Context: an optimization exercise on an open-source flow, tuned for small area, a short achievable clock period and few clock cycles. The choices shown serve that exercise and are no tape-out recipe.
The RTL was checked by simulation tests, not by an equivalence proof against the original design.
Power is estimated from default activity; no workload was simulated.

`config.mk`:
```
export PLATFORM = sky130hd
export DESIGN_NAME = cim_tile
export DESIGN_NICKNAME = cim_tile
export VERILOG_FILES = /design/flow/design.v
export SDC_FILE = /design/flow/constraint.sdc
export NUM_CORES = 4
export LEC_CHECK = 0
export CAP_MARGIN = 20
export CORE_MARGIN = 2
export CORE_UTILIZATION = 40
export SLEW_MARGIN = 20
```
`constraint.sdc`:
```
create_clock -name core_clock -period 4.0 [get_ports {clk}]
set_input_delay 0.8000 -clock core_clock [delete_from_list [all_inputs] [get_ports {clk}]]
set_output_delay 0.8000 -clock core_clock [all_outputs]
set_load 0.01 [all_outputs]
```
`design.v`:
```
`default_nettype none
package cim_pkg;
    typedef enum logic [2:0] {
        NOP                           = 3'd0,
        PATCH_LOAD_BROADCAST_START_OP = 3'd1,
        PATCH_LOAD_BROADCAST_OP       = 3'd2,
        PARAM_STREAM_START_OP         = 3'd3,
        PARAM_STREAM_OP               = 3'd4,
        DENSE_BROADCAST_START_OP      = 3'd5,
        DENSE_BROADCAST_DATA_OP       = 3'd6
    } bus_op_t;
    typedef enum logic [2:0] {
        CIM_IDLE,
        CIM_PATCH_LOAD,
        CIM_CLASS_TOKEN,
        CIM_POS_EMB,
        CIM_DONE
    } cim_state_t;
    typedef struct packed {
        bus_op_t                          op;
        logic [$clog2(4)-1:0]             target_or_sender;
        logic [2:0][16-1:0]      data;
    } bus_word_t;
    typedef struct packed {
        logic                   rd;
        logic                   wr;
        logic [6-1:0] addr;
        logic [16-1:0] wdata;
    } mem_req_t;
    typedef struct packed {
        logic                   start;  
        logic [6-1:0] addr;
        logic [1:0]             len;    
    } tx_cmd_t;
endpackage
`default_nettype wire
`default_nettype none
module cim #(
    parameter int ID = 0
) (
    input  logic               clk,
    input  logic               rst_n,
    input  cim_pkg::bus_word_t bus_in,
    output cim_pkg::bus_word_t bus_out,
    output logic               bus_drive,
    output logic               is_ready
);
    localparam int W   = 16;
    localparam int AW  = 6;
    localparam int IDW = $clog2(4);
    localparam int NR  = 4 + 1;  
    localparam int NP  = 4 + 2;  
    logic [W-1:0] pw [NP];    
    logic [W-1:0] rw [NR];    
    logic [AW-1:0] wptr;      
    logic [1:0]    slot;
    logic [2:0]    pcnt;
    logic          infer;     
    logic          tx_q;
    logic [NR-1:0] sel_q [3];  
    logic          for_me;
    logic          op_pstart, op_pbeat, op_patch_start, op_patch, op_tx;
    logic [W-1:0]  pdata;
    assign for_me         = (bus_in.target_or_sender == IDW'(ID));
    assign op_pstart      = (bus_in.op == cim_pkg::PARAM_STREAM_START_OP);
    assign op_pbeat       = (bus_in.op == cim_pkg::PARAM_STREAM_OP) && for_me;
    assign op_patch_start = (bus_in.op == cim_pkg::PATCH_LOAD_BROADCAST_START_OP);
    assign op_patch       = (bus_in.op == cim_pkg::PATCH_LOAD_BROADCAST_OP) && (pcnt < 3'd4);
    assign op_tx          = (bus_in.op == cim_pkg::DENSE_BROADCAST_START_OP) && for_me;
    assign pdata          = bus_in.data[slot];
    always_ff @(posedge clk) begin
        for (int k = 0; k < NP; k++) begin
            if (op_pbeat && wptr == ((k == 0) ? AW'(0)
                                                : AW'(8 + k - 1))) begin
                pw[k] <= pdata;
            end
        end
    end
    always_ff @(posedge clk) begin
        if (infer) begin
            rw[0] <= pw[0] + pw[1];
        end
        for (int i = 1; i < NR; i++) begin
            if (infer) begin
                rw[i] <= rw[i] + pw[i + 1];
            end else if (op_patch && pcnt == 3'(i - 1)) begin
                rw[i] <= bus_in.data[0];
            end
        end
    end
    always_ff @(posedge clk) begin
        if (op_pstart) begin
            wptr <= bus_in.data[0][AW-1:0];
        end else if (op_pbeat) begin
            wptr <= wptr + AW'(1);
        end
    end
    always_ff @(posedge clk) begin
        if (!rst_n) begin
            slot  <= '0;
            pcnt  <= '0;
            infer <= 1'b0;
            tx_q  <= 1'b0;
        end else begin
            infer <= op_patch && (pcnt == 3'd3);
            tx_q  <= op_tx;
            if (op_pstart) begin
                slot <= '0;
            end else if (op_pbeat) begin
                slot <= (slot == 2'd2) ? 2'd0 : slot + 2'd1;
            end
            if (op_patch_start) begin
                pcnt <= '0;
            end else if (op_patch) begin
                pcnt <= pcnt + 3'd1;
            end
        end
    end
    logic [2:0] a;
    logic       single;
    assign a      = bus_in.data[0][2:0];
    assign single = (bus_in.data[1] == W'(1));
    always_ff @(posedge clk) begin
        if (op_tx) begin
            for (int i = 0; i < NR; i++) begin
                sel_q[0][i] <= !single && (a == 3'(i));
                sel_q[1][i] <= !single && (3'(a + 3'd1) == 3'(i));
                sel_q[2][i] <= single ? (a == 3'(i)) : (3'(a + 3'd2) == 3'(i));
            end
        end
    end
    always_comb begin
        bus_out.op               = tx_q ? cim_pkg::DENSE_BROADCAST_DATA_OP : cim_pkg::NOP;
        bus_out.target_or_sender = IDW'(ID);
        for (int j = 0; j < 3; j++) begin
            bus_out.data[j] = '0;
            for (int i = 0; i < NR; i++) begin
                bus_out.data[j] = bus_out.data[j] | ({W{sel_q[j][i]}} & rw[i]);
            end
        end
    end
    assign bus_drive = tx_q;
    assign is_ready  = 1'b1;
endmodule
`default_nettype wire
`default_nettype none
module cim_tile (
    input  logic        clk,
    input  logic        rst_n,
    input  logic [2:0]  bus_in_op,
    input  logic [1:0]  bus_in_id,
    input  logic [47:0] bus_in_data,
    output logic [2:0]  bus_out_op,
    output logic [1:0]  bus_out_id,
    output logic [47:0] bus_out_data,
    output logic        bus_drive,
    output logic        is_ready
);
    cim_pkg::bus_word_t bi, bo;
    assign bi.op = cim_pkg::bus_op_t'(bus_in_op);
    assign bi.target_or_sender = bus_in_id;
    assign bi.data = bus_in_data;
    assign bus_out_op = bo.op;
    assign bus_out_id = bo.target_or_sender;
    assign bus_out_data = bo.data;
    cim #(.ID(2)) u (.clk(clk), .rst_n(rst_n), .bus_in(bi), .bus_out(bo), .bus_drive(bus_drive), .is_ready(is_ready));
endmodule
`default_nettype wire
```
`run.sh`:
```
#!/bin/bash
# synth_recipe.tcl (not shown) runs the flow's synth.tcl, then flattens the netlist and writes it again
# the make line also repeats each setting of config.mk as NAME=value (left out here)
make -C /OpenROAD-flow-scripts/flow DESIGN_CONFIG=/design/flow/config.mk WORK_HOME=/design/flow/orfs CLKGATE_MAP_FILE= SYNTH_SCRIPT=/design/flow/synth_recipe.tcl finish
```
==> run_results.csv, run 1 <==
group,metric,value,unit
cells_and_area,syn_to_final_growth,18.1,%
yosys,synthDistinctLibCells,76,
worst_setup_path,max_stage_delay,0.67,ns
worst_setup_path,slowest_stage,"edfxtp_1",
detailed_routing,vias,10713,
placement,gp_routability_congestion,0.953,
sta,min_period_over_period,79.2,%
floorplanning,die_h,182,um
worst_setup_path,worstPathArrival,2.37,ns
detailed_routing,wl_per_cell,24.0,um
cells_and_area,finish.utilization,47.7,%
yosys,synth-warning-count,4,
cells_and_area,drive_above_1_share,6.56,%
clocking,ctsResizeCount,0,
yosys,synth_flop_cell,"edfxtp_1",
detailed_routing,wl,41000,um
floorplanning,core-area,31400,um^2
sta,maxSlewViolCount,0,
clocking,cts_made_buffers,24,
yosys,yosysSeqAreaShare,47.8,%
sta,finalCriticalPeriod,3.17,ns
worst_setup_path,critPathBufInv,1,
worst_setup_path,crit_type,"register to output port",
cells_and_area,stdcell_area,15000,um^2
worst_setup_path,crit_required,3.20,ns
status,outcome,"finished clean",
pwr,cellLeakagePower,5.31,nW
sta,setup_slack,0.830,ns
pwr,p_per_area,323,nW/um^2
floorplanning,die-area,33100,um^2
yosys,syn-cell-area,12700,um^2
global_route,grt_overflow,0,
cells_and_area,n_antenna_cell,0,
cells_and_area,nets,1438,
global_route,grt_util_all_layers,24.5,%
detailed_routing,route.detailed.drc,0,
clocking,path_clk_slew,0.06,ns
yosys,synthArstFlopShare,0,%
sta,relSlewSlack,32.0,%
worst_setup_path,critPathLaunchType,"register",
sta,fin_tns_setup,0,ns
placement,hpwl,31500,um
floorplanning,start_util,40.3,%
placement,numPortBuffers,105,
flow_run,drv_cap,0,
floorplanning,die_w,182,um
sta,finalClockSkew,0.0128,ns
sta,setup_viol,0,
placement,place_area,14200,um^2
worst_setup_path,path_max_fanout,16,
sta,max_freq,0.315,GHz
worst_setup_path,path_delay_family,"flip-flops",
clocking,htreeDepth,1,
worst_hold_path,min_path_type,"register to register",
global_route,grt_pass1_wl,61400,um
detailed_routing,firstDrtPassIters,9,
yosys,postSynthCellCount,1193,
clocking,clock-root-buffer,"clkbuf_16",
global_route,grt_start_max_net_pins,71,
global_route,grt_pass1_vias,10028,
yosys,synth-edff-count,197,
pwr,ir_drop,0.261,mV
cells_and_area,layout_commonest_cell,"edfxtp_1",
worst_setup_path,crit_chain,"a222oi_1, nand2_1, clkdlybuf4s50_1",
sta,worst_pin_slew,1.01,ns
cells_and_area,final_cell_mix,"197 x edfxtp_1, 173 x nand2_1, 105 x clkdlybuf4s50_1",
yosys,avgSynthCellArea,10.6,um^2
sta,final_hold_viol_count,0,
sta,grt_setup_unrepaired,"no",
global_route,antenna_found_initial,0,
floorplanning,core.rowCount,65,
yosys,synth_seq_cells,204,
clocking,cts_tree,"done",
placement,dp_slack,0.557,ns
clocking,clock-sinks,204,
clocking,insertion_delay,0.53,ns
detailed_routing,vias_per_cell,6.25,
detailed_routing,drt_iter0_drc,1494,
clocking,cts_buffer_depth,3,
sta,timing.hold.ws,0.505,ns
worst_setup_path,end_kind,"output port",
clocking,cts_setup_buffers,0,
floorplanning,num_io_pins,110,
clocking,cts_hold_buf,0,
detailed_routing,ant_nets,0,
worst register-to-register path: cells and delay by family, from the launching register on:
family,cells,cell delay (ns)
XOR/XNOR,1,0.12
AO/OA/AOI/OAI,3,1.05
adder cells (fa/ha/maj),2,0.73
flip-flops,1,0.45
multiplexers,1,0.28
path summary, 6_finish.rpt:
kind | slack [ns] | startpoint | to | cells past startpoint
setup / recovery | 0.83 | u.sel_q[0][0] | bus_out_data[10] | 3
hold reg to reg | 0.50 | u.pcnt[2] | u.pcnt[2] | 2
hold / removal | 0.50 | u.pcnt[2] | u.pcnt[2] | 2
setup reg to reg | 1.12 | u.rw[1][0] | u.rw[1][8] | 7
cells in the mapped netlist (9+ instances only):
cell      number  area [um^2]
and2_1         9         56.3
nand2_1      173          649
mux2i_1       19          190
a21o_1        29          218
xor2_1        21          184
inv_1         22         82.6
clkbuf_1      40          150
nor3_1        15         75.1
nor4_1        10         62.6
a222oi_1      48          480
edfxtp_1     197         5920
ha_1          85         1060
o31ai_1        9         67.6
nor2_1        46          173
nand4_1       16          100
o311ai_0       9         78.8
o21ai_0       71          355
mux2_2         9          101
o211ai_1      14          105
and3_1        11         68.8
a21oi_1       81          405
o21a_1        13         97.6
xnor2_1       25          219
a22oi_1       48          360
nand2b_1       9         56.3
buf_2          9         45.0
nand3_1       23          115
sequential cells by signal, summed over array words and instances (netlist names):
name and flops:
u.pw 96, u.sel_q 15, u.slot 2, u.pcnt 3, u.infer 1, u.rw 80, u.wptr 6, u.tx_q 1
layer usage:
| layer | track usage, % | wire length (um) | vias to the layer above |
|---|---|---|---|
| li1 | - | - | 4898 |
| met1 | 34.5 | 17400 | 5203 |
| met2 | 39.5 | 18800 | 511 |
| met3 | 3.21 | 3430 | 101 |
| met4 | 7.81 | 1420 | 0 |
| met5 | 0 | 0 | - |
area by class of cell:
class | instances | area, um^2
inverters | 22 | 82.6
well taps | 402 | 503
flip-flops and latches | 204 | 6060
multi-input cells | 906 | 6260
clock buffers | 27 | 612
fillers | 2855 | 16400
repair buffers | 135 | 1280
clock inverters | 17 | 164
through the flow:
stage          instances  total power [mW]
4_1_cts             1713              4.85
5_1_grt             1713              4.96
6_report            1713              4.84
2_1_floorplan       1195              2.55
3_5_place_dp        1669              2.71
3_3_place_gp        1669              2.71
cell families (layout without fill, tap and decap cells):
group,count (synthesis),after routing,share of synthesized area [%]
multiplexers,28,28,2.30
adder cells (fa/ha/maj),90,90,9.19
other,2,4,0.0593
XOR/XNOR,46,46,3.18
AND/OR/NAND/NOR,351,351,13.1
flip-flops,204,204,47.8
AO/OA/AOI/OAI,387,387,21.5
buffers and inverters,85,201,2.81
power by group:
group          total (mW)  switching (mW)  internal (mW)
clock                2.17           0.879           1.29
combinational       0.283           0.158          0.125
sequential           2.39          0.0296           2.36
Testbench counts, summed over its fixed seeds: cycles 1,617.
==> run 2, diff against run 1 <==
--- a/design.v
+++ b/design.v
@@ -36,4 +36,32 @@
 `default_nettype wire
 `default_nettype none
+module cim_add #(
+    parameter int W = 16
+) (
+    input  logic [W-1:0] a,
+    input  logic [W-1:0] b,
+    output logic [W-1:0] y
+);
+    localparam int L = $clog2(W);
+    logic [W-1:0] g [L+1];
+    logic [W-1:0] p [L+1];
+    assign g[0] = a & b;
+    assign p[0] = a ^ b;
+    for (genvar l = 0; l < L; l++) begin : g_lvl
+        for (genvar i = 0; i < W; i++) begin : g_bit
+            if ((i >> l) % 2 == 1) begin : g_comb
+                localparam int J = ((i >> l) << l) - 1;
+                assign g[l+1][i] = g[l][i] | (p[l][i] & g[l][J]);
+                assign p[l+1][i] = p[l][i] & p[l][J];
+            end else begin : g_pass
+                assign g[l+1][i] = g[l][i];
+                assign p[l+1][i] = p[l][i];
+            end
+        end
+    end
+    assign y = p[0] ^ {g[L][W-2:0], 1'b0};
+endmodule
+`default_nettype wire
+`default_nettype none
 module cim #(
     parameter int ID = 0
@@ -53,12 +81,11 @@
     logic [W-1:0] pw [NP];    
     logic [W-1:0] rw [NR];    
-    logic [AW-1:0] wptr;      
-    logic [1:0]    slot;
-    logic [2:0]    pcnt;
-    logic          infer;     
-    logic          tx_q;
-    logic [NR-1:0] sel_q [3];  
+    logic [AW-1:0]     wptr;  
+    logic [1:0]        slot;
+    logic [2:0]        pcnt;
+    logic              tx_q;
+    logic [2:0][W-1:0] data_q;
     logic          for_me;
-    logic          op_pstart, op_pbeat, op_patch_start, op_patch, op_tx;
+    logic          op_pstart, op_pbeat, op_patch_start, op_patch, op_last, op_tx;
     logic [W-1:0]  pdata;
     assign for_me         = (bus_in.target_or_sender == IDW'(ID));
@@ -67,4 +94,5 @@
     assign op_patch_start = (bus_in.op == cim_pkg::PATCH_LOAD_BROADCAST_START_OP);
     assign op_patch       = (bus_in.op == cim_pkg::PATCH_LOAD_BROADCAST_OP) && (pcnt < 3'd4);
+    assign op_last        = op_patch && (pcnt == 3'd3);
     assign op_tx          = (bus_in.op == cim_pkg::DENSE_BROADCAST_START_OP) && for_me;
     assign pdata          = bus_in.data[slot];
@@ -72,16 +100,23 @@
         for (int k = 0; k < NP; k++) begin
             if (op_pbeat && wptr == ((k == 0) ? AW'(0)
-                                                : AW'(8 + k - 1))) begin
+                                              : AW'(8 + k - 1))) begin
                 pw[k] <= pdata;
             end
         end
     end
-    always_ff @(posedge clk) begin
-        if (infer) begin
-            rw[0] <= pw[0] + pw[1];
-        end
-        for (int i = 1; i < NR; i++) begin
-            if (infer) begin
-                rw[i] <= rw[i] + pw[i + 1];
+    logic [W-1:0] sum [NR];
+    cim_add #(.W(W)) add0_i (.a(pw[0]), .b(pw[1]), .y(sum[0]));
+    for (genvar i = 1; i < NR - 1; i++) begin : g_add
+        cim_add #(.W(W)) add_i (.a(rw[i]), .b(pw[i + 1]), .y(sum[i]));
+    end
+    cim_add #(.W(W)) addl_i (.a(bus_in.data[0]), .b(pw[NR]), .y(sum[NR - 1]));
+    always_ff @(posedge clk) begin
+        if (op_last) begin
+            rw[0]      <= sum[0];
+            rw[NR - 1] <= sum[NR - 1];
+        end
+        for (int i = 1; i < NR - 1; i++) begin
+            if (op_last) begin
+                rw[i] <= sum[i];
             end else if (op_patch && pcnt == 3'(i - 1)) begin
                 rw[i] <= bus_in.data[0];
@@ -98,11 +133,9 @@
     always_ff @(posedge clk) begin
         if (!rst_n) begin
-            slot  <= '0;
-            pcnt  <= '0;
-            infer <= 1'b0;
-            tx_q  <= 1'b0;
+            slot <= '0;
+            pcnt <= '0;
+            tx_q <= 1'b0;
         end else begin
-            infer <= op_patch && (pcnt == 3'd3);
-            tx_q  <= op_tx;
+            tx_q <= op_tx;
             if (op_pstart) begin
                 slot <= '0;
@@ -117,26 +150,28 @@
         end
     end
-    logic [2:0] a;
-    logic       single;
+    logic [2:0]        a;
+    logic              single;
+    logic [2:0][W-1:0] rsel;
     assign a      = bus_in.data[0][2:0];
     assign single = (bus_in.data[1] == W'(1));
-    always_ff @(posedge clk) begin
-        if (op_tx) begin
+    always_comb begin
+        for (int j = 0; j < 3; j++) begin
+            rsel[j] = '0;
             for (int i = 0; i < NR; i++) begin
-                sel_q[0][i] <= !single && (a == 3'(i));
-                sel_q[1][i] <= !single && (3'(a + 3'd1) == 3'(i));
-                sel_q[2][i] <= single ? (a == 3'(i)) : (3'(a + 3'd2) == 3'(i));
-            end
-        end
+                if (3'(a + 3'(j)) == 3'(i)) begin
+                    rsel[j] = rw[i];
+                end
+            end
+        end
+    end
+    always_ff @(posedge clk) begin
+        data_q[0] <= single ? '0 : rsel[0];
+        data_q[1] <= single ? '0 : rsel[1];
+        data_q[2] <= single ? rsel[0] : rsel[2];
     end
     always_comb begin
         bus_out.op               = tx_q ? cim_pkg::DENSE_BROADCAST_DATA_OP : cim_pkg::NOP;
         bus_out.target_or_sender = IDW'(ID);
-        for (int j = 0; j < 3; j++) begin
-            bus_out.data[j] = '0;
-            for (int i = 0; i < NR; i++) begin
-                bus_out.data[j] = bus_out.data[j] | ({W{sel_q[j][i]}} & rw[i]);
-            end
-        end
+        bus_out.data             = data_q;
     end
     assign bus_drive = tx_q;
--- a/config.mk
+++ b/config.mk
@@ -9,3 +9,4 @@
 export CORE_MARGIN = 2
 export CORE_UTILIZATION = 40
+export SETUP_SLACK_MARGIN = 2
 export SLEW_MARGIN = 20
==> run 2 against run 1 <==
Against the previous run: final cell count is 2.1% lower; sequential power is 14% higher; via count is 12% lower; synthesized cell count is 7.9% lower; worst hold slack better by 0.031 ns; non-clock buffer count is 40 higher; highest routed layer unchanged; sequential share of layout area is 0.74 points lower.
==> run_results.csv, run 2 <==
group,metric,value,unit
status,outcome,"finished clean",
global_route,grt_start_max_net_pins,62,
detailed_routing,ant_nets,0,
worst_hold_path,min_path_type,"register to register",
placement,gp_routability_congestion,0.851,
clocking,cts_buffer_depth,3,
yosys,synth_area_leader_cell,"edfxtp_1",
detailed_routing,wl,34600,um
floorplanning,core-area,31500,um^2
pwr,p_per_area,360,nW/um^2
placement,dp_slack,0.815,ns
detailed_routing,vias_per_cell,5.59,
detailed_routing,wl_per_cell,20.6,um
cells_and_area,stdcell_area,16500,um^2
sta,grt_setup_unrepaired,"yes",
yosys,avgSynthCellArea,11.6,um^2
sta,fin_tns_setup,0,ns
yosys,synth_seq_cells,236,
clocking,path_clk_slew,0.06,ns
worst_setup_path,crit_type,"register to register",
floorplanning,die_h,182,um
cells_and_area,layout_commonest_cell,"edfxtp_1",
yosys,synth_most_common_cell,"edfxtp_1",
detailed_routing,vias,9382,
placement,place_area,14500,um^2
sta,maxSlewViolCount,0,
sta,worst_pin_slew,0.687,ns
worst_setup_path,crit_required,4.28,ns
floorplanning,core.rowCount,65,
worst_setup_path,rrSetupSlack,1.36,ns
pwr,p_clk_share,44.6,%
cells_and_area,multi_input_area,6520,um^2
cells_and_area,final_cell_mix,"182 x edfxtp_1, 107 x nand2_1, 68 x ha_1",
floorplanning,start_util,40.4,%
cells_and_area,syn_to_final_growth,29.5,%
yosys,synth_top_area_share,43.0,%
yosys,synthDistinctLibCells,57,
worst_setup_path,end_kind,"register",
pwr,p_int,4.57,mW
detailed_routing,firstDrtPassIters,6,
placement,numPortBuffers,105,
yosys,synthArstFlopShare,0,%
cells_and_area,fillers,2733,
pwr,ir_drop,0.307,mV
worst_setup_path,crit_chain,"ha_2, fa_2, a211oi_4, o21bai_1, a21oi_2, o21bai_1, nand2_1, nand2_2, fa_2, xnor2_1, a21oi_1",
pwr,p_total,5.92,mW
worst_setup_path,worstPathArrival,2.92,ns
pwr,cellLeakagePower,6.25,nW
global_route,grt_pass1_wl,51700,um
sta,setup_viol,0,
sta,min_period_over_period,65.9,%
worst_setup_path,timing.rr.end,"u.rw[1][9]",
pwr,sw_frac_of_total,22.8,%
worst_setup_path,slowest_stage,"edfxtp_1",
cells_and_area,area.sequential,6550,um^2
global_route,grt_overflow,0,
pwr,combPwrFrac,9.5,%
yosys,syn-cell-area,12700,um^2
worst_setup_path,critPathLaunchType,"register",
worst_setup_path,path_max_fanout,2,
yosys,yosysSeqAreaShare,51.5,%
yosys,yosys-top-cells-count,"182 x edfxtp_1, 116 x nand2_1, 109 x o21ai_0",
floorplanning,die_w,182,um
sta,finalClockSkew,0.0113,ns
worst_setup_path,crit_start,"u.rw[1][0]",
clocking,cts_made_buffers,27,
detailed_routing,route.detailed.drc,0,
yosys,synth-warning-count,9,
global_route,antenna_found_initial,0,
sta,final_hold_viol_count,0,
yosys,postSynthCellCount,1099,
sta,finalCriticalPeriod,2.64,ns
clocking,insertion_delay,0.56,ns
global_route,grt_pass1_vias,9028,
worst_setup_path,crit_end,"u.rw[1][9]",
cells_and_area,n_antenna_cell,0,
cells_and_area,nets,1409,
pwr,pwr-share-seq,45.8,%
placement,hpwl,24500,um
detailed_routing,drt_iter0_drc,948,
clocking,clock-sinks,236,
floorplanning,num_io_pins,110,
flow_run,drv_cap,0,
yosys,synth-edff-count,182,
worst_setup_path,reg2reg_from,"u.rw[1][0]",
clocking,clock-root-buffer,"clkbuf_16",
clocking,htreeDepth,1,
pwr,switching_power,1.35,mW
yosys,synthTopCellsByArea,"edfxtp_1 43%, dfxtp_1 8.5%, ha_1 7.9%",
worst_setup_path,max_stage_delay,0.41,ns
cells_and_area,regMostFlops,"u.pw",
global_route,grt_util_all_layers,20.2,%
clocking,cts_tree,"done",
cells_and_area,drive_above_1_share,22.7,%
sta,relSlewSlack,53.9,%
sta,setup_slack,1.36,ns
floorplanning,die-area,33200,um^2
yosys,synth_flop_cell,"edfxtp_1",
sta,max_freq,0.379,GHz
cells_and_area,largestRegisters,"u.pw (96), u.rw (80), u.data_q (48)",
worst_setup_path,reg2reg_depth,11,
cells_and_area,largest_reg_flops,96,
## run 2: logic make-up after synthesis
group	after synthesis	share of synthesized area [%]
and+or+nand+nor	264	9.79
AOI/OAI and AO/OA	288	14.1
muxes	60	6.38
xor gates and xnor gates	58	3.99
buffers and inverters	91	3.23
other	2	0.0590
adders and majority gates	100	11.0
DFF	236	51.5
## run 2: worst min path at each step
| stage | slack (ns) | cells after the start | end | start |
|---|---|---|---|---|
| after global placement | 0.51 | 2 | u.pcnt[2] | u.pcnt[2] |
| final | 0.54 | 2 | u.pcnt[2] | u.pcnt[2] |
| after floorplan | 0.48 | 2 | u.pcnt[2] | u.pcnt[2] |
| after global routing | 0.57 | 2 | u.pcnt[2] | u.pcnt[2] |
| after CTS | 0.53 | 2 | u.pcnt[2] | u.pcnt[2] |
| after detailed placement | 0.51 | 2 | u.pcnt[2] | u.pcnt[2] |
## run 2: what timing repair did
item	CTS	global route
setup endpoints to repair	448	167
hold buffers	0	0
gates cloned	5	3
pin swaps	41	37
endpoints found under the hold margin	0	0
buffers inserted	32	19
gates resized for setup	142	78
## run 2: per-stage QoR
stage / utilization [%] / cells / hold slack, ns
2_1_floorplan: - / 1101 / 0.483
5_1_grt: 52.3 / 1677 / 0.567
3_3_place_gp: 45.9 / 1568 / 0.509
6_report: 52.3 / 1677 / 0.535
4_1_cts: 50.8 / 1655 / 0.527
3_5_place_dp: 45.9 / 1568 / 0.509
## run 2: power by group through the flow
stage | Clock, mW | Combinational [mW] | Sequential, mW
floorplan | 0 | 0.296 | 2.79
global placement | 0 | 0.520 | 2.77
detailed placement | 0 | 0.531 | 2.77
CTS | 2.69 | 0.539 | 2.72
global route | 2.77 | 0.615 | 2.72
finish | 2.64 | 0.566 | 2.72
## run 2: area by class of cell
type                       instances  area share [%]
clock buffer                      36            4.67
sequential                       236            39.7
timing repair buffer             175            10.8
clock inverter                    14            1.18
tap                              402            3.05
inverter                          37           0.957
multi-input combinational        777            39.6
## run 2: critical path, delay by kind of cell, from the launching register on
kind	cells	cell delay, ns
adders and majority gates	3	0.90
xor gates and xnor gates	1	0.14
AOI/OAI and AO/OA	5	0.78
DFF	1	0.41
and+or+nand+nor	2	0.15
## run 2: routing by layer
metal  routed length (um)  global-route usage, %  vias to the layer above
met2                15100                   31.1                      396
met1                15900                   29.6                     4535
li1                     -                      -                     4385
met3                 2580                   3.05                       66
met4                 1060                   5.94                        0
met5                    0                      0                        -
Testbench counts of run 2, summed over its fixed seeds: cycles 1,617.
==> run 3, diff against run 2 <==
--- a/design.v
+++ b/design.v
@@ -85,5 +85,4 @@
     logic [2:0]        pcnt;
     logic              tx_q;
-    logic [2:0][W-1:0] data_q;
     logic          for_me;
     logic          op_pstart, op_pbeat, op_patch_start, op_patch, op_last, op_tx;
@@ -150,28 +149,25 @@
         end
     end
-    logic [2:0]        a;
-    logic              single;
-    logic [2:0][W-1:0] rsel;
+    logic [2:0]    a;
+    logic          single;
+    logic [NR-1:0] sel_q [3];
     assign a      = bus_in.data[0][2:0];
     assign single = (bus_in.data[1] == W'(1));
-    always_comb begin
-        for (int j = 0; j < 3; j++) begin
-            rsel[j] = '0;
-            for (int i = 0; i < NR; i++) begin
-                if (3'(a + 3'(j)) == 3'(i)) begin
-                    rsel[j] = rw[i];
-                end
-            end
+    always_ff @(posedge clk) begin
+        for (int i = 0; i < NR; i++) begin
+            sel_q[0][i] <= !single && (a == 3'(i));
+            sel_q[1][i] <= !single && (3'(a + 3'd1) == 3'(i));
+            sel_q[2][i] <= single ? (a == 3'(i)) : (3'(a + 3'd2) == 3'(i));
         end
-    end
-    always_ff @(posedge clk) begin
-        data_q[0] <= single ? '0 : rsel[0];
-        data_q[1] <= single ? '0 : rsel[1];
-        data_q[2] <= single ? rsel[0] : rsel[2];
     end
     always_comb begin
         bus_out.op               = tx_q ? cim_pkg::DENSE_BROADCAST_DATA_OP : cim_pkg::NOP;
         bus_out.target_or_sender = IDW'(ID);
-        bus_out.data             = data_q;
+        for (int j = 0; j < 3; j++) begin
+            bus_out.data[j] = '0;
+            for (int i = 0; i < NR; i++) begin
+                bus_out.data[j] = bus_out.data[j] | ({W{sel_q[j][i]}} & rw[i]);
+            end
+        end
     end
     assign bus_drive = tx_q;
--- a/config.mk
+++ b/config.mk
@@ -9,4 +9,4 @@
 export CORE_MARGIN = 2
 export CORE_UTILIZATION = 40
-export SETUP_SLACK_MARGIN = 2
+export SETUP_SLACK_MARGIN = 1.5
 export SLEW_MARGIN = 20
==> run 3 against run 2 <==
Against the previous run: still clean on timing, DRC and antenna; sequential share of layout area rose by 2.2 points; maximum frequency fell by 3.1%; wire length fell by 2.7%; non-clock buffer count rose by 5; register-to-register slack improved by 0.11 ns; combinational power fell by 22%; synthesized cell count fell by 10%; clock skew rose by 0.00054 ns; die area fell by 9.9%; via count fell by 5.0%; largest cell class unchanged.
==> run_results.csv, run 3 <==
group,metric,value,unit
yosys,yosys-top-cells-count,"182 x edfxtp_1, 117 x nand2_1, 80 x ha_1",
worst_setup_path,critPathLaunchType,"register",
clocking,cts_tree,"done",
sta,min_period_over_period,68.0,%
cells_and_area,drive_above_1_share,20.1,%
global_route,grt_pass1_vias,8588,
yosys,synthDistinctLibCells,57,
worst_setup_path,slowest_stage,"edfxtp_1",
detailed_routing,route.detailed.drc,0,
yosys,synth_most_common_cell,"edfxtp_1",
yosys,synth-edff-count,182,
placement,gp_routability_congestion,0.833,
global_route,grt_pass1_wl,50200,um
worst_setup_path,path_max_fanout,2,
worst_setup_path,crit_chain,"buf_4, a222oi_1, nand2_1, buf_2",
yosys,synthTopCellsByArea,"edfxtp_1 48%, ha_1 8.8%, a222oi_1 4.2%",
cells_and_area,largest_reg_flops,96,
detailed_routing,wl_per_cell,21.8,um
cells_and_area,layout.cells.non_filler,1543,
floorplanning,die_h,173,um
sta,setup_viol,0,
detailed_routing,firstDrtPassIters,8,
yosys,synthArstFlopShare,0,%
worst_setup_path,worstPathArrival,1.92,ns
clocking,cts_buffer_depth,3,
worst_setup_path,crit_required,3.20,ns
sta,relSlewSlack,28.2,%
sta,final_hold_viol_count,0,
placement,numPortBuffers,105,
yosys,synth_seq_cells,203,
clocking,path_clk_slew,0.06,ns
floorplanning,die-area,29900,um^2
clocking,clock-root-buffer,"clkbuf_16",
yosys,synth-warning-count,11,
placement,hpwl,24300,um
global_route,grt_start_max_net_pins,46,
detailed_routing,wl,33700,um
sta,worst_pin_slew,1.07,ns
yosys,synth_area_leader_cell,"edfxtp_1",
yosys,synth_top_area_share,47.8,%
cells_and_area,regMostFlops,"u.pw",
worst_hold_path,min_path_type,"register to register",
clocking,htreeDepth,1,
floorplanning,core.rowCount,61,
clocking,insertion_delay,0.51,ns
clocking,clock-sinks,203,
pwr,p_per_area,337,nW/um^2
floorplanning,start_util,40.9,%
sta,maxSlewViolCount,0,
floorplanning,num_io_pins,110,
floorplanning,core-area,27900,um^2
pwr,cellLeakagePower,5.38,nW
detailed_routing,drt_iter0_drc,1279,
global_route,antenna_found_initial,0,
detailed_routing,vias,8911,
worst_setup_path,end_kind,"output port",
sta,finalClockSkew,0.0118,ns
flow_run,drv_cap,0,
sta,grt_setup_unrepaired,"yes",
sta,finalCriticalPeriod,2.72,ns
cells_and_area,area.sequential,5930,um^2
sta,timing.hold.ws,0.535,ns
cells_and_area,fillers,2500,
clocking,cts_made_buffers,22,
yosys,yosysSeqAreaShare,51.5,%
cells_and_area,final_cell_mix,"182 x edfxtp_1, 117 x nand2_1, 75 x ha_1",
detailed_routing,ant_nets,0,
worst_setup_path,max_stage_delay,0.45,ns
placement,place_inst,1444,
pwr,ir_drop,0.218,mV
cells_and_area,multi_input_area,5450,um^2
cells_and_area,nets,1305,
cells_and_area,layout_commonest_cell,"edfxtp_1",
sta,fin_tns_setup,0,ns
yosys,synth_flop_cell,"edfxtp_1",
cells_and_area,largestRegisters,"u.pw (96), u.rw (80), u.sel_q (15)",
worst_setup_path,crit_type,"register to output port",
global_route,grt_overflow,0,
yosys,avgSynthCellArea,11.6,um^2
yosys,postSynthCellCount,988,
cells_and_area,syn_to_final_growth,23.8,%
clocking,cts_hold_buf,0,
yosys,syn-cell-area,11400,um^2
floorplanning,die_w,173,um
detailed_routing,vias_per_cell,5.78,
sta,max_freq,0.368,GHz
global_route,grt_util_all_layers,21.8,%
status,outcome,"finished clean",
==> run 3: cell types whose count changed in the layout (fill, tap and decap cells not counted), moves of 19 or more <==
cell           before  now
o21ai_1            56    5
mux2i_1            35   16
dfxtp_1            53    5
a21oi_1            64   39
a222oi_1            0   48
buf_4              40   62
a22oi_1             4   48
nor2_1             62   39
buf_2               0   38
dlygate4sd2_1      57    9
==> run 3: stage by stage <==
stage               power [mW]  cell area [um^2]  utilization [%]  setup WS, ns
finish                    4.76             14100             50.6          1.28
detailed placement        2.88             13000             46.5         0.625
global route              4.91             14100             50.6          1.24
floorplan                 2.62             11600                -          1.28
CTS                       4.78             14000             50.1          1.30
global placement          2.87             13000             46.5         0.643
==> run 3: final timing paths <==
check	startpoint	endpoint	slack (ns)	cells past startpoint
max	u.rw[0][4]	bus_out_data[20]	1.28	4
min	u.pcnt[2]	u.pcnt[2]	0.53	2
max reg2reg	u.rw[1][0]	u.rw[1][14]	1.47	8
min reg2reg	u.pcnt[2]	u.pcnt[2]	0.53	2
==> run 3: logic make-up after synthesis <==
kind of cell / share of synthesized area (%)
DFF: 51.5
buffers and inverters: 3.23
other: 0.0657
xor gates and xnor gates: 3.91
AOI/OAI and AO/OA: 17.3
muxes: 1.50
and+or+nand+nor: 10.2
adders and majority gates: 12.3
==> run 3: timing repair <==
| action | 4_1_cts | 5_1_grt |
|---|---|---|
| setup buffers | 49 | 8 |
| endpoints found under the setup margin | 211 | 151 |
| pin swaps | 114 | 70 |
| resized for setup | 217 | 48 |
| cloned | 2 | 1 |
==> run 3: where the power goes <==
part | internal, mW | total, mW | switching, mW | leakage [nW]
clock network | 1.12 | 1.94 | 0.822 | 0.341
logic | 0.196 | 0.442 | 0.246 | 3.22
registers | 2.33 | 2.38 | 0.0535 | 1.82
==> run 3: layout make-up <==
type / instances / area share, %
tap: 378 / 3.34
multi-input combinational: 703 / 38.5
inverter: 40 / 1.10
timing repair buffer: 180 / 10.3
antenna: 1 / 0.0177
sequential: 203 / 41.9
clock inverter: 8 / 0.265
clock buffer: 30 / 4.55
==> run 3: worst max-delay path: cells and delay by family (launching register included) <==
kind            cells  cell delay [ns]
simple gates        1             0.19
flops               1             0.45
buf+inv             2             0.35
compound gates      1             0.43
==> run 3: metal layers <==
layer | up-vias | track usage, % | share of wire [%] | routed length (um)
li1 | 4123 | - | - | -
met1 | 4267 | 29.9 | 43 | 14400
met2 | 442 | 35.1 | 45 | 15200
met3 | 79 | 3.08 | 8.4 | 2840
met4 | 0 | 8.19 | 3.6 | 1220
met5 | - | 0 | 0 | 0
Testbench counts of run 3, summed over its fixed seeds: cycles 1,617.
==> run 4, diff against run 3 <==
--- a/design.v
+++ b/design.v
@@ -36,32 +36,4 @@
 `default_nettype wire
 `default_nettype none
-module cim_add #(
-    parameter int W = 16
-) (
-    input  logic [W-1:0] a,
-    input  logic [W-1:0] b,
-    output logic [W-1:0] y
-);
-    localparam int L = $clog2(W);
-    logic [W-1:0] g [L+1];
-    logic [W-1:0] p [L+1];
-    assign g[0] = a & b;
-    assign p[0] = a ^ b;
-    for (genvar l = 0; l < L; l++) begin : g_lvl
-        for (genvar i = 0; i < W; i++) begin : g_bit
-            if ((i >> l) % 2 == 1) begin : g_comb
-                localparam int J = ((i >> l) << l) - 1;
-                assign g[l+1][i] = g[l][i] | (p[l][i] & g[l][J]);
-                assign p[l+1][i] = p[l][i] & p[l][J];
-            end else begin : g_pass
-                assign g[l+1][i] = g[l][i];
-                assign p[l+1][i] = p[l][i];
-            end
-        end
-    end
-    assign y = p[0] ^ {g[L][W-2:0], 1'b0};
-endmodule
-`default_nettype wire
-`default_nettype none
 module cim #(
     parameter int ID = 0
@@ -80,5 +52,4 @@
     localparam int NP  = 4 + 2;  
     logic [W-1:0] pw [NP];    
-    logic [W-1:0] rw [NR];    
     logic [AW-1:0]     wptr;  
     logic [1:0]        slot;
@@ -104,22 +75,45 @@
         end
     end
-    logic [W-1:0] sum [NR];
-    cim_add #(.W(W)) add0_i (.a(pw[0]), .b(pw[1]), .y(sum[0]));
-    for (genvar i = 1; i < NR - 1; i++) begin : g_add
-        cim_add #(.W(W)) add_i (.a(rw[i]), .b(pw[i + 1]), .y(sum[i]));
+    localparam int H = W / 2;
+    logic [H-1:0] rlo [NR];
+    logic [H-1:0] rhi [NR];
+    logic [NR-1:0] cy;        
+    logic          infer_hi;  
+    logic [H-1:0] slo [NR];
+    logic [H-1:0] shi [NR];
+    logic [NR-1:0] clo;
+    logic [H-1:0] ahi [NR];  
+    for (genvar i = 0; i < NR; i++) begin : g_add
+        logic [H-1:0] alo;
+        if (i == 0) begin : g_cls
+            assign alo    = pw[0][H-1:0];
+            assign ahi[i] = pw[0][W-1:H];
+        end else if (i == NR - 1) begin : g_lst
+            assign alo    = bus_in.data[0][H-1:0];
+            assign ahi[i] = rhi[i];
+        end else begin : g_mid
+            assign alo    = rlo[i];
+            assign ahi[i] = rhi[i];
+        end
+        assign {clo[i], slo[i]} = {1'b0, alo} + {1'b0, pw[i + 1][H-1:0]};
+        assign shi[i] = ahi[i] + pw[i + 1][W-1:H] + H'(cy[i]);
     end
-    cim_add #(.W(W)) addl_i (.a(bus_in.data[0]), .b(pw[NR]), .y(sum[NR - 1]));
     always_ff @(posedge clk) begin
-        if (op_last) begin
-            rw[0]      <= sum[0];
-            rw[NR - 1] <= sum[NR - 1];
-        end
-        for (int i = 1; i < NR - 1; i++) begin
+        for (int i = 0; i < NR; i++) begin
             if (op_last) begin
-                rw[i] <= sum[i];
+                rlo[i] <= slo[i];
+                cy[i]  <= clo[i];
             end else if (op_patch && pcnt == 3'(i - 1)) begin
-                rw[i] <= bus_in.data[0];
+                rlo[i] <= bus_in.data[0][H-1:0];
+            end
+            if (infer_hi) begin
+                rhi[i] <= shi[i];
+            end else if (op_patch && pcnt == 3'(i - 1)) begin
+                rhi[i] <= bus_in.data[0][W-1:H];
             end
         end
+    end
+    always_ff @(posedge clk) begin
+        infer_hi <= op_last;
     end
     always_ff @(posedge clk) begin
@@ -167,5 +161,5 @@
             bus_out.data[j] = '0;
             for (int i = 0; i < NR; i++) begin
-                bus_out.data[j] = bus_out.data[j] | ({W{sel_q[j][i]}} & rw[i]);
+                bus_out.data[j] = bus_out.data[j] | ({W{sel_q[j][i]}} & {rhi[i], rlo[i]});
             end
         end
==> flow/run.sh (new file) <==
#!/bin/bash
# The standard layout, with plain buf_1 cells as the port buffers instead of the delay cells
# that buffer_ports picks on its own. Each tool's output is in the orfs logs; make's own output
# goes to standard.log.
set -o pipefail
export BUFFER_PORTS_ARGS="-buffer_cell sky130_fd_sc_hd__buf_1"
bash standard.sh > standard.log 2>&1
==> standard.sh (new file) <==
#!/bin/bash
# synth_recipe.tcl (not shown) runs the flow's synth.tcl, then flattens the netlist and writes it again
# the make line also repeats each setting of config.mk as NAME=value (left out here)
make -C /OpenROAD-flow-scripts/flow DESIGN_CONFIG=/design/flow/config.mk WORK_HOME=/design/flow/orfs CLKGATE_MAP_FILE= SYNTH_SCRIPT=/design/flow/synth_recipe.tcl "${@:-finish}"
--- a/config.mk
+++ b/config.mk
@@ -8,5 +8,8 @@
 export CAP_MARGIN = 20
 export CORE_MARGIN = 2
-export CORE_UTILIZATION = 40
-export SETUP_SLACK_MARGIN = 1.5
+export CORE_UTILIZATION = 60
+export CTS_BUF_LIST = sky130_fd_sc_hd__clkbuf_8
+export CTS_CLUSTER_DIAMETER = 60
+export CTS_CLUSTER_SIZE = 30
+export SETUP_SLACK_MARGIN = 2
 export SLEW_MARGIN = 20
removed: run.sh
==> run 4 against run 3 <==
Against the previous run: cell area down 1.6%; synthesized area up 4.0%; first-iteration DRC count up 0.63%; final cell count down 5.2%; global-route usage up 9.7 points; critical path depth down 1; clock skew up 0.019 ns; critical path type unchanged; register-to-register slack better by 0.21 ns; sequential share of layout area up 2.0 points; maximum frequency up 7.1%; clock power down 29%.
==> run_results.csv, run 4 <==
group,metric,value,unit
yosys,yosys-top-cells-count,"187 x edfxtp_1, 131 x nand2_1, 90 x o21ai_0",
worst_setup_path,critPathLaunchType,"register",
yosys,synthDistinctLibCells,59,
global_route,grt_start_max_net_pins,39,
detailed_routing,wl_per_cell,23.0,um
placement,numPortBuffers,105,
worst_setup_path,reg2reg_depth,10,
yosys,synth-warning-count,8,
clocking,cts_tree,"done",
sta,setup_viol,0,
clocking,cts_buffer_depth,3,
worst_setup_path,end_kind,"output port",
placement,gp_routability_congestion,0.958,
floorplanning,die-area,20900,um^2
detailed_routing,route.detailed.drc,0,
worst_setup_path,path_max_fanout,4,
clocking,cts_hold_buf,0,
worst_setup_path,timing.rr.end,"u.rhi[3][6]",
floorplanning,die_h,145,um
worst_setup_path,rrSetupSlack,1.68,ns
floorplanning,die_w,145,um
worst_setup_path,crit_type,"register to output port",
yosys,syn-cell-area,11900,um^2
yosys,synth_top_area_share,47.3,%
cells_and_area,nets,1336,
worst_setup_path,crit_required,3.20,ns
floorplanning,core-area,19500,um^2
yosys,synth_flop_cell,"edfxtp_1",
cells_and_area,regMostFlops,"u.pw",
cells_and_area,final_cell_mix,"187 x edfxtp_1, 127 x nand2_1, 96 x buf_1",
yosys,synth_seq_cells,209,
yosys,synth_area_leader_cell,"edfxtp_1",
worst_hold_path,min_from,"rst_n",
clocking,clock-sinks,209,
cells_and_area,largest_reg_flops,96,
sta,relSlewSlack,31.8,%
worst_hold_path,holdPathStages,3,
cells_and_area,largestRegisters,"u.pw (96), u.rhi (40), u.rlo (40)",
detailed_routing,vias,9412,
floorplanning,num_io_pins,110,
cells_and_area,n_antenna_cell,0,
placement,hpwl,23800,um
detailed_routing,firstDrtPassIters,8,
sta,min_period_over_period,63.5,%
global_route,grt_util_all_layers,31.5,%
yosys,yosysSeqAreaShare,51.0,%
clocking,cts_made_buffers,18,
placement,dp_slack,1.19,ns
worst_hold_path,hold_path_end,"u.slot[0]",
sta,maxSlewViolCount,0,
sta,setup_slack,1.46,ns
detailed_routing,drt_iter0_drc,1287,
clocking,clock-root-buffer,"clkbuf_8",
sta,final_hold_viol_count,0,
sta,fin_tns_setup,0,ns
sta,max_freq,0.394,GHz
worst_setup_path,reg2reg_from,"u.rhi[3][0]",
global_route,grt_overflow,0,
flow_run,drv_cap,0,
pwr,cellLeakagePower,5.06,nW
yosys,synth_most_common_cell,"edfxtp_1",
sta,finalClockSkew,0.0306,ns
status,outcome,"finished clean",
yosys,avgSynthCellArea,11.3,um^2
sta,worst_pin_slew,1.01,ns
detailed_routing,ant_nets,0,
yosys,synthTopCellsByArea,"edfxtp_1 47%, ha_1 8.5%, nand2_1 4.1%",
pwr,ir_drop,0.323,mV
cells_and_area,syn_to_final_growth,17.1,%
clocking,insertion_delay,0.55,ns
global_route,grt_pass1_vias,8411,
global_route,grt_pass1_wl,48900,um
worst_hold_path,min_path_type,"primary input to register",
yosys,postSynthCellCount,1049,
cells_and_area,layout_commonest_cell,"edfxtp_1",
clocking,htreeDepth,1,
sta,grt_setup_unrepaired,"yes",
sta,finalCriticalPeriod,2.54,ns
clocking,path_clk_slew,0.12,ns
pwr,p_per_area,300,nW/um^2
cells_and_area,drive_above_1_share,18.9,%
yosys,synthArstFlopShare,0,%
detailed_routing,wl,33600,um
floorplanning,start_util,61.1,%
yosys,synth-edff-count,187,
worst_setup_path,worstPathArrival,1.74,ns
global_route,antenna_found_initial,0,
floorplanning,core.rowCount,51,
detailed_routing,vias_per_cell,6.44,
[run 4: worst max-delay path by stage]
stage	depth (start not counted)	slack, ns	end	start
after CTS	3	1.54	bus_out_data[25]	u.rhi[0][1]
after global placement	8	1.24	u.cy[4]	bus_in_data[0]
after floorplan	7	1.69	u.cy[4]	bus_in_data[0]
after detailed placement	6	1.19	u.rlo[0][3]	bus_in_op[2]
after global routing	3	1.38	bus_out_data[35]	u.rlo[0][3]
final	3	1.46	bus_out_data[9]	u.rhi[4][1]
[run 4: where the power goes]
group	internal, mW	leakage, nW	switching, mW
combinational	0.137	2.98	0.209
clock	0.582	0.207	0.798
sequential	2.39	1.88	0.0599
[run 4: timing repair]
action,CTS,global route
gates resized for setup,91,79
buffers inserted,28,21
endpoints found under the setup margin,272,165
cloned,1,2
pin swaps,81,97
[run 4: critical path, stage by stage, from the launching register on]
cell and delay (ns):
edfxtp_1 0.53, a222oi_1 0.42, nand2_1 0.11, clkbuf_2 0.14
[run 4: through the flow]
stage / util [%] / cell area, um^2 / power (mW) / cells / hold slack (ns)
global placement: 64.5 / 12500 / 2.82 / 1378 / 0.549
global route: 71.5 / 13900 / 4.31 / 1462 / 0.497
CTS: 69.0 / 13400 / 4.17 / 1439 / 0.476
finish: 71.5 / 13900 / 4.18 / 1462 / 0.501
floorplan: - / 12000 / 2.68 / 1051 / 0.501
detailed placement: 64.5 / 12500 / 2.82 / 1378 / 0.556
[run 4: cell families (layout without fill, tap and decap cells)]
| kind of cell | count (synthesis) | in the layout | share of synthesized area (%) |
|---|---|---|---|
| buf+inv | 77 | 221 | 2.75 |
| other cells | 2 | 4 | 0.0632 |
| mux | 21 | 21 | 1.78 |
| simple gates | 261 | 263 | 10.4 |
| fa+ha+maj | 96 | 96 | 11.1 |
| xor+xnor | 47 | 47 | 3.46 |
| compound gates | 336 | 336 | 19.5 |
| flops | 209 | 209 | 51.0 |
[run 4: metal layers]
metal	routed length (um)	vias up	GRT usage, %	share of wire [%]
met5	0	-	0	0
met4	577	0	6.49	1.7
met3	4870	52	8.16	15
met2	13800	593	44.6	41
met1	14300	4459	49.1	43
li1	-	4308	-	-
[run 4: area by class of cell]
class	instances	area, um^2
inverter	29	118
sequential	209	6110
fill	1403	5550
tap	265	332
clock buffer	21	289
multi-input combinational	767	6030
clock inverter	11	124
timing repair buffer	159	908
timing repair inverter	1	5.00
Testbench counts of run 4, summed over its fixed seeds: cycles 1,617.
==> run 5, diff against run 4 <==
--- a/config.mk
+++ b/config.mk
@@ -9,7 +9,4 @@
 export CORE_MARGIN = 2
 export CORE_UTILIZATION = 60
-export CTS_BUF_LIST = sky130_fd_sc_hd__clkbuf_8
-export CTS_CLUSTER_DIAMETER = 60
-export CTS_CLUSTER_SIZE = 30
 export SETUP_SLACK_MARGIN = 2
 export SLEW_MARGIN = 20
==> run 5 against run 4 <==
Against the previous run: synthesized area did not move; combinational power grew 1%; cell area up 2.3%; wire length increased by 0.86%; still clean on timing, DRC and antenna; critical path type unchanged; largest cell class unchanged; global-route usage hardly changed; clock skew decreased by 0.010 ns; first-iteration DRC count rose by 9.5%; critical path depth unchanged.
==> run_results.csv, run 5 <==
group,metric,value,unit
status,outcome,"finished clean",
cells_and_area,area.sequential,6110,um^2
yosys,yosys-top-cells-count,"187 x edfxtp_1, 131 x nand2_1, 90 x o21ai_0",
detailed_routing,ant_nets,0,
yosys,avgSynthCellArea,11.3,um^2
placement,gp_routability_congestion,0.958,
global_route,grt_overflow,0,
pwr,p_total,4.86,mW
yosys,synthTopCellsByArea,"edfxtp_1 47%, ha_1 8.5%, nand2_1 4.1%",
pwr,p_per_area,341,nW/um^2
worst_setup_path,max_stage_delay,0.47,ns
global_route,antenna_found_initial,0,
detailed_routing,wl_per_cell,23.0,um
yosys,synth-edff-count,187,
detailed_routing,route.detailed.drc,0,
worst_setup_path,crit_type,"register to output port",
global_route,grt_pass1_vias,8467,
worst_setup_path,critPathLaunchType,"register",
sta,maxSlewViolCount,0,
yosys,synth-warning-count,8,
sta,fin_tns_setup,0,ns
worst_setup_path,crit_required,3.20,ns
cells_and_area,syn_to_final_growth,19.8,%
floorplanning,core.rowCount,51,
cells_and_area,final_cell_mix,"187 x edfxtp_1, 127 x nand2_1, 89 x buf_1",
clocking,cts_made_buffers,23,
sta,setup_viol,0,
sta,grt_setup_unrepaired,"yes",
yosys,synth_flop_cell,"edfxtp_1",
sta,relSlewSlack,50.5,%
yosys,synthDistinctLibCells,59,
cells_and_area,layout_commonest_cell,"edfxtp_1",
pwr,ir_drop,0.310,mV
global_route,grt_util_all_layers,31.5,%
detailed_routing,vias,9489,
global_route,grt_pass1_wl,49000,um
global_route,grt_start_max_net_pins,39,
cells_and_area,drive_above_1_share,19.7,%
flow_run,drv_cap,0,
sta,final_hold_viol_count,0,
clocking,clock-root-buffer,"clkbuf_16",
clocking,htreeDepth,1,
yosys,synth_area_leader_cell,"edfxtp_1",
worst_setup_path,path_max_fanout,3,
floorplanning,die_h,145,um
worst_setup_path,crit_chain,"a222oi_1, nand2_1, buf_1",
sta,min_period_over_period,61.3,%
cells_and_area,largestRegisters,"u.pw (96), u.rhi (40), u.rlo (40)",
worst_setup_path,worstPathArrival,1.65,ns
cells_and_area,n_antenna_cell,0,
placement,hpwl,23800,um
clocking,cts_buffer_depth,3,
detailed_routing,wl,33900,um
worst_setup_path,path_delay_family,"flip-flops",
cells_and_area,largest_reg_flops,96,
pwr,cellLeakagePower,5.23,nW
placement,numPortBuffers,105,
sta,max_freq,0.408,GHz
sta,finalClockSkew,0.0203,ns
worst_setup_path,end_kind,"output port",
yosys,syn-cell-area,11900,um^2
floorplanning,start_util,61.1,%
yosys,synth_most_common_cell,"edfxtp_1",
cells_and_area,multi_input_area,6010,um^2
clocking,insertion_delay,0.51,ns
sta,finalCriticalPeriod,2.45,ns
floorplanning,num_io_pins,110,
worst_hold_path,min_path_type,"primary input to register",
cells_and_area,nets,1340,
clocking,path_clk_slew,0.06,ns
yosys,yosysSeqAreaShare,51.0,%
cells_and_area,regMostFlops,"u.pw",
yosys,synth_top_area_share,47.3,%
cells_and_area,fillers,1358,
clocking,clock-sinks,209,
cells_and_area,stdcell_area,14200,um^2
worst_setup_path,slowest_stage,"edfxtp_1",
worst_setup_path,critPathBufInv,1,
floorplanning,die_w,145,um
yosys,synthArstFlopShare,0,%
clocking,cts_hold_buf,0,
detailed_routing,vias_per_cell,6.45,
yosys,postSynthCellCount,1049,
detailed_routing,firstDrtPassIters,9,
clocking,cts_tree,"done",
floorplanning,die-area,20900,um^2
floorplanning,core-area,19500,um^2
sta,worst_pin_slew,0.737,ns
placement,place_area,12500,um^2
yosys,synth_seq_cells,209,
detailed_routing,drt_iter0_drc,1409,
run 5: area by class of cell:
cell class | instances | share of cell area, %
repair buffers | 158 | 6.54
clock inverters | 7 | 0.439
inverters | 29 | 0.809
flip-flops and latches | 209 | 42.9
repair inverters | 1 | 0.0352
clock buffers | 35 | 4.71
well taps | 265 | 2.33
multi-input cells | 767 | 42.2
run 5: kinds of logic (layout without fill, tap and decap cells):
logic type      after synthesis  after routing  synth area share [%]
flops                       209            209                  51.0
buf+inv                      77            230                  2.75
other cells                   2              4                0.0632
xor+xnor                     47             47                  3.46
fa+ha+maj                    96             96                  11.1
simple gates                261            263                  10.4
mux                          21             21                  1.78
compound gates              336            336                  19.5
run 5: worst paths after layout:
path | to | start | slack [ns] | depth (start not counted)
worst max-delay path | bus_out_data[3] | u.rlo[0][3] | 1.55 | 3
worst max register to register | u.rhi[3][6] | u.rhi[3][0] | 1.76 | 9
worst min-delay path | u.sel_q[2][0] | bus_in_data[0] | 0.51 | 2
worst min register to register | u.pcnt[2] | u.pcnt[2] | 0.56 | 2
run 5: report_power, final:
group          total [mW]  internal, mW  leakage (nW)  switching, mW
Combinational       0.351         0.141          3.00          0.210
Clock                2.05          1.22         0.364          0.836
Sequential           2.46          2.40          1.88         0.0600
Total                4.86          3.75          5.23           1.11
run 5: repair_timing:
| item | 4_1_cts | 5_1_grt |
|---|---|---|
| setup buffers | 24 | 23 |
| setup endpoints to repair | 269 | 246 |
| pin swaps | 90 | 104 |
| gates resized for setup | 101 | 80 |
| gates cloned | 1 | 3 |
run 5: stage by stage:
step / setup slack [ns] / util, % / hold slack (ns) / std cells
detailed placement: 1.19 / 64.5 / 0.556 / 1378
global placement: 1.24 / 64.5 / 0.549 / 1378
global route: 1.44 / 73.1 / 0.507 / 1471
finish: 1.55 / 73.1 / 0.514 / 1471
floorplan: 1.69 / - / 0.501 / 1051
CTS: 1.59 / 70.6 / 0.529 / 1445
run 5: per-layer routing:
| layer | track usage [%] | share of wire [%] |
|---|---|---|
| met1 | 49.5 | 44 |
| met2 | 44.7 | 41 |
| met3 | 7.70 | 13 |
| met4 | 6.44 | 1.5 |
| met5 | 0 | 0 |
==> run 6, diff against run 5 <==
--- a/config.mk
+++ b/config.mk
@@ -8,5 +8,5 @@
 export CAP_MARGIN = 20
 export CORE_MARGIN = 2
-export CORE_UTILIZATION = 60
+export CORE_UTILIZATION = 50
 export SETUP_SLACK_MARGIN = 2
 export SLEW_MARGIN = 20
==> run 6 against run 5 <==
Against the previous run: global-route usage shrank 3.5 points; synthesized cell count did not move; register-to-register slack better by 0.05 ns; sequential share of layout area down 0.19 points; wire length increased by 7.1%; worst setup slack got worse by 0.034 ns; maximum frequency shrank 1.4%; synthesized area unchanged; highest routed layer unchanged; sequential power barely moved; largest cell class unchanged.
==> run_results.csv, run 6 <==
group,metric,value,unit
sta,min_period_over_period,62.1,%
global_route,grt_pass1_wl,51600,um
sta,relSlewSlack,30.8,%
floorplanning,die_w,158,um
cells_and_area,regMostFlops,"u.pw",
worst_setup_path,max_stage_delay,0.40,ns
cells_and_area,final_cell_mix,"187 x edfxtp_1, 130 x nand2_1, 76 x buf_1",
sta,grt_setup_unrepaired,"yes",
worst_setup_path,slowest_stage,"dfxtp_4",
yosys,synth_most_common_cell,"edfxtp_1",
clocking,cts_hold_buf,0,
detailed_routing,vias_per_cell,6.17,
global_route,grt_util_all_layers,28.0,%
pwr,p_per_area,338,nW/um^2
pwr,ir_drop,0.306,mV
worst_setup_path,critPathLaunchType,"register",
cells_and_area,largest_reg_flops,96,
clocking,cts_tree,"done",
yosys,synth_area_leader_cell,"edfxtp_1",
placement,hpwl,24900,um
clocking,insertion_delay,0.51,ns
clocking,cts_made_buffers,23,
placement,gp_routability_congestion,0.891,
cells_and_area,finish.utilization,61.1,%
status,outcome,"finished clean",
sta,setup_viol,0,
yosys,synth-edff-count,187,
yosys,synth_flop_cell,"edfxtp_1",
detailed_routing,wl_per_cell,23.8,um
detailed_routing,ant_nets,0,
pwr,cellLeakagePower,5.26,nW
sta,finalCriticalPeriod,2.49,ns
worst_setup_path,worstPathArrival,1.69,ns
worst_setup_path,crit_required,3.20,ns
floorplanning,start_util,50.8,%
flow_run,drv_cap,0,
cells_and_area,drive_above_1_share,19.4,%
global_route,grt_pass1_vias,8696,
worst_setup_path,critPathBufInv,2,
clocking,cts_buffer_depth,3,
cells_and_area,syn_to_final_growth,20.4,%
worst_setup_path,path_max_fanout,8,
sta,timing.hold.ws,0.552,ns
yosys,synthArstFlopShare,0,%
pwr,p_total,4.84,mW
sta,final_hold_viol_count,0,
floorplanning,die-area,25000,um^2
worst_setup_path,path_delay_family,"flip-flops",
cells_and_area,layout_commonest_cell,"edfxtp_1",
detailed_routing,firstDrtPassIters,10,
yosys,syn-cell-area,11900,um^2
yosys,postSynthCellCount,1049,
sta,max_freq,0.402,GHz
floorplanning,num_io_pins,110,
global_route,grt_overflow,0,
worst_setup_path,crit_type,"register to output port",
placement,numPortBuffers,105,
sta,finalClockSkew,0.0158,ns
worst_hold_path,min_path_type,"register to register",
yosys,yosys-top-cells-count,"187 x edfxtp_1, 131 x nand2_1, 90 x o21ai_0",
floorplanning,die_h,158,um
worst_setup_path,crit_chain,"buf_12, a222oi_1, nand2_1, buf_1",
yosys,synth_seq_cells,209,
worst_setup_path,end_kind,"output port",
detailed_routing,wl,36200,um
detailed_routing,route.detailed.drc,0,
clocking,clock-sinks,209,
yosys,yosysSeqAreaShare,51.0,%
yosys,avgSynthCellArea,11.3,um^2
cells_and_area,n_antenna_cell,0,
clocking,htreeDepth,1,
floorplanning,core.rowCount,56,
floorplanning,core-area,23400,um^2
cells_and_area,largestRegisters,"u.pw (96), u.rhi (40), u.rlo (40)",
sta,fin_tns_setup,0,ns
clocking,path_clk_slew,0.06,ns
detailed_routing,vias,9381,
global_route,grt_start_max_net_pins,37,
cells_and_area,nets,1337,
global_route,antenna_found_initial,0,
sta,maxSlewViolCount,0,
clocking,clock-root-buffer,"clkbuf_16",
yosys,synth_top_area_share,47.3,%
yosys,synthTopCellsByArea,"edfxtp_1 47%, ha_1 8.5%, nand2_1 4.1%",
yosys,synth-warning-count,8,
sta,worst_pin_slew,1.03,ns
yosys,synthDistinctLibCells,59,
detailed_routing,drt_iter0_drc,1322,
[run 6: cells by family (layout without fill, tap and decap cells)]
group | Yosys count | count (layout) | share of synthesized area [%]
buffers and inverters | 77 | 224 | 2.75
other | 2 | 4 | 0.0632
adders and majority gates | 96 | 96 | 11.1
AOI/OAI and AO/OA | 336 | 336 | 19.5
muxes | 21 | 21 | 1.78
and+or+nand+nor | 261 | 265 | 10.4
DFF | 209 | 209 | 51.0
xor gates and xnor gates | 47 | 47 | 3.46
[run 6: cell type report]
class,instances,area (um^2)
Multi-Input combinational cell,769,6030
Fill cell,1973,9100
Clock inverter,8,41.3
Clock buffer,33,666
Inverter,29,125
Sequential cell,209,6110
Timing Repair Buffer,154,935
Tap cell,319,399
[run 6: per-layer routing]
metal	vias to the layer above	routed length, um	global-route usage, %	part of all wire [%]
met3	81	4200	5.64	12
met4	0	1130	7.85	3.1
met5	-	0	0	0
met2	538	14900	40.7	41
met1	4450	16000	42.7	44
li1	4312	-	-	-
[run 6: metrics by stage]
stage / setup slack [ns] / instances / cell area (um^2)
floorplan: 1.69 / 1051 / 12000
global placement: 1.18 / 1435 / 12600
detailed placement: 1.09 / 1435 / 12600
CTS: 1.57 / 1499 / 13800
global route: 1.46 / 1521 / 14300
finish: 1.51 / 1521 / 14300
[run 6: worst min-delay path: cells and delay by family (launching register included)]
kind / cells / cell delay [ns]
AOI/OAI and AO/OA: 1 / 0.06
buffers and inverters: 1 / 0.09
DFF: 1 / 0.35
[run 6: final timing paths]
check                              startpoint          endpoint  slack (ns)  depth (start not counted)
worst max-delay path            u.sel_q[1][0]  bus_out_data[19]        1.51                          4
worst min-delay path                u.pcnt[2]         u.pcnt[2]        0.55                          2
worst max register to register    u.rhi[4][0]       u.rhi[4][6]        1.81                          9
worst min register to register      u.pcnt[2]         u.pcnt[2]        0.55                          2
[run 6: power by group]
group	total (mW)	internal, mW	switching, mW
Sequential	2.46	2.40	0.0620
Combinational	0.375	0.151	0.225
Clock	2.01	1.15	0.852
[run 6: timing repair]
action | 4_1_cts | 5_1_grt
endpoints found under the setup margin | 196 | 252
buffers inserted | 23 | 18
gates resized for setup | 89 | 97
pin swaps | 92 | 86
gates cloned | 0 | 4
==> run 7, diff against run 6 <==
--- a/config.mk
+++ b/config.mk
@@ -8,5 +8,5 @@
 export CAP_MARGIN = 20
 export CORE_MARGIN = 2
-export CORE_UTILIZATION = 50
-export SETUP_SLACK_MARGIN = 2
+export CORE_UTILIZATION = 60
+export SETUP_SLACK_MARGIN = 2.5
 export SLEW_MARGIN = 20
==> run 7 against run 6 <==
Against the previous run: cell area grew 11%; die area shrank 16%; non-clock buffer count grew 55; largest power group unchanged.
==> run_results.csv, run 7 <==
group,metric,value,unit
clocking,path_clk_slew,0.06,ns
global_route,grt_util_all_layers,33.8,%
yosys,synthTopCellsByArea,"edfxtp_1 47%, ha_1 8.5%, nand2_1 4.1%",
clocking,htreeDepth,1,
global_route,grt_pass1_vias,9174,
yosys,synth_top_area_share,47.3,%
yosys,syn-cell-area,11900,um^2
yosys,synth-edff-count,187,
sta,final_hold_viol_count,0,
worst_setup_path,rrSetupSlack,1.75,ns
worst_setup_path,crit_type,"register to output port",
worst_setup_path,timing.rr.end,"u.rhi[3][6]",
yosys,synthDistinctLibCells,59,
clocking,cts_made_buffers,22,
global_route,antenna_found_initial,0,
worst_setup_path,reg2reg_from,"u.rhi[3][0]",
pwr,p_total,4.85,mW
yosys,synth_fa_ha_area_share,11.1,%
detailed_routing,firstDrtPassIters,12,
detailed_routing,vias,9960,
detailed_routing,route.detailed.drc,0,
global_route,grt_start_max_net_pins,21,
floorplanning,start_util,61.1,%
worst_hold_path,holdPathStages,2,
worst_hold_path,min_path_type,"primary input to register",
yosys,synth_mux_area_share,1.78,%
worst_setup_path,max_stage_delay,0.53,ns
cells_and_area,area.sequential,6110,um^2
cells_and_area,largest_reg_flops,96,
pwr,cellLeakagePower,5.88,nW
flow_run,drv_cap,0,
yosys,synth-warning-count,8,
cells_and_area,finish.utilization,81.4,%
sta,fin_tns_setup,0,ns
cells_and_area,layout.cells.non_filler,1526,
sta,setup_slack,1.37,ns
worst_setup_path,crit_required,3.20,ns
sta,worst_pin_slew,0.666,ns
cells_and_area,drive_above_1_share,32.6,%
detailed_routing,drt_iter0_drc,1368,
cells_and_area,fillers,1097,
clocking,cts_tree,"done",
worst_setup_path,worstPathArrival,1.83,ns
global_route,grt_pass1_wl,52500,um
placement,dp_slack,1.11,ns
yosys,synth_flop_cell,"edfxtp_1",
detailed_routing,vias_per_cell,6.53,
floorplanning,die_w,145,um
detailed_routing,wl,36700,um
sta,finalClockSkew,0.0175,ns
yosys,synth_area_leader_cell,"edfxtp_1",
yosys,synth_top_family_by_area,"compound AO/OA/AOI/OAI gates",
floorplanning,die_h,145,um
sta,max_freq,0.381,GHz
floorplanning,die-area,20900,um^2
sta,relSlewSlack,55.5,%
floorplanning,core-area,19500,um^2
sta,min_period_over_period,65.7,%
cells_and_area,multi_input_area,6810,um^2
floorplanning,core.rowCount,51,
yosys,synth_seq_cells,209,
status,outcome,"finished clean",
yosys,avgSynthCellArea,11.3,um^2
cells_and_area,final_cell_mix,"187 x edfxtp_1, 99 x nand2_1, 73 x buf_1",
sta,grt_setup_unrepaired,"yes",
yosys,synthArstFlopShare,0,%
pwr,ir_drop,0.331,mV
placement,place_inst,1379,
cells_and_area,nets,1396,
clocking,cts_hold_buf,0,
placement,gp_routability_congestion,0.893,
run 7: cell types whose count changed in the layout (fill, tap and decap cells not counted), sizes merged:
cell / previous run / this run
clkinvlp: 2 / 1
clkinv: 8 / 12
clkbuf: 55 / 47
buf: 132 / 190
inv: 27 / 31
bufbuf: 0 / 2
run 7: kinds of logic (layout without fill, tap and decap cells):
family	Yosys count	count (layout)
AOI/OAI and AO/OA	336	336
xor gates and xnor gates	47	47
adders and majority gates	96	96
buffers and inverters	77	283
DFF	209	209
muxes	21	21
other	2	4
and+or+nand+nor	261	265
run 7: per-layer routing:
metal	share of wire [%]	track usage, %	up-vias
li1	-	-	4446
met2	45	52.3	656
met1	40	49.5	4778
met3	12	6.42	80
met5	0	0	-
met4	2.6	9.04	0
run 7: through the flow:
stage	hold slack, ns	instance area [um^2]
after CTS	0.533	15100
after global placement	0.541	12900
after floorplan	0.501	12500
final	0.582	15800
after detailed placement	0.552	12900
after global routing	0.587	15800
run 7: worst max path at each step:
stage                   startpoint               end  cells past startpoint
finish               u.sel_q[0][0]   bus_out_data[5]                      4
global route           u.rhi[4][1]  bus_out_data[25]                      3
CTS                    u.rlo[0][4]  bus_out_data[36]                      3
detailed placement  bus_in_data[0]           u.cy[4]                      8
global placement    bus_in_data[0]           u.cy[4]                      8
floorplan           bus_in_data[0]           u.cy[4]                      7
run 7: what timing repair did:
action	CTS	global route
endpoints found under the setup margin	439	367
pin swaps	118	117
gates cloned	12	2
setup buffers	60	33
gates resized for setup	215	127
run 7: report_power, final:
group          switching [mW]  internal, mW  leakage [nW]
combinational           0.263         0.191          3.67
sequential             0.0528          2.39          1.88
clock                   0.838          1.11         0.341
run 7: area by class of cell:
class	count	area share [%]
Multi-Input combinational cell	769	43.0
Sequential cell	209	38.6
Timing Repair Buffer	209	10.7
Clock buffer	30	4.00
Tap cell	265	2.09
Inverter	29	0.892
Timing Repair inverter	5	0.434
Clock inverter	10	0.292

[afterwards: timing with drivers on the ports]
In the flow no input, the clock included, has a driving cell. The finished layouts below were timed again as built, in two steps.
Step 1 assumes that a clkbuf_16 drives the clock port and a buf_2 every other input.
Step 2 times the ports against the registers' clock, not the clock port: input delays grow and output delays shrink by t, the midpoint of the rising clock arrivals with the driver on.
Slacks: no drivers / after step 1 / after step 2; pairs: no drivers / after step 1.
run | t (ns) | setup slack, ns | slew at the worst register clock pin (ns)
run 1 | 0.570 | 0.830 / 0.782 / 0.541 | 0.06 / 0.06
run 2 | 0.601 | 1.363 / 1.363 / 0.975 | 0.06 / 0.06
run 3 | 0.550 | 1.279 / 1.234 / 1.018 | 0.06 / 0.06
run 4 | 0.572 | 1.460 / 1.420 / 1.389 | 0.12 / 0.12
run 5 | 0.549 | 1.549 / 1.505 / 1.458 | 0.06 / 0.06
run 6 | 0.550 | 1.515 / 1.469 / 1.471 | 0.06 / 0.06
run 7 | 0.552 | 1.373 / 1.326 / 1.535 | 0.06 / 0.06
After both steps every run listed still meets setup and hold. The setup slack of run 2, which loses most, moves by 0.000 ns with the drivers and by -0.388 ns with both steps.
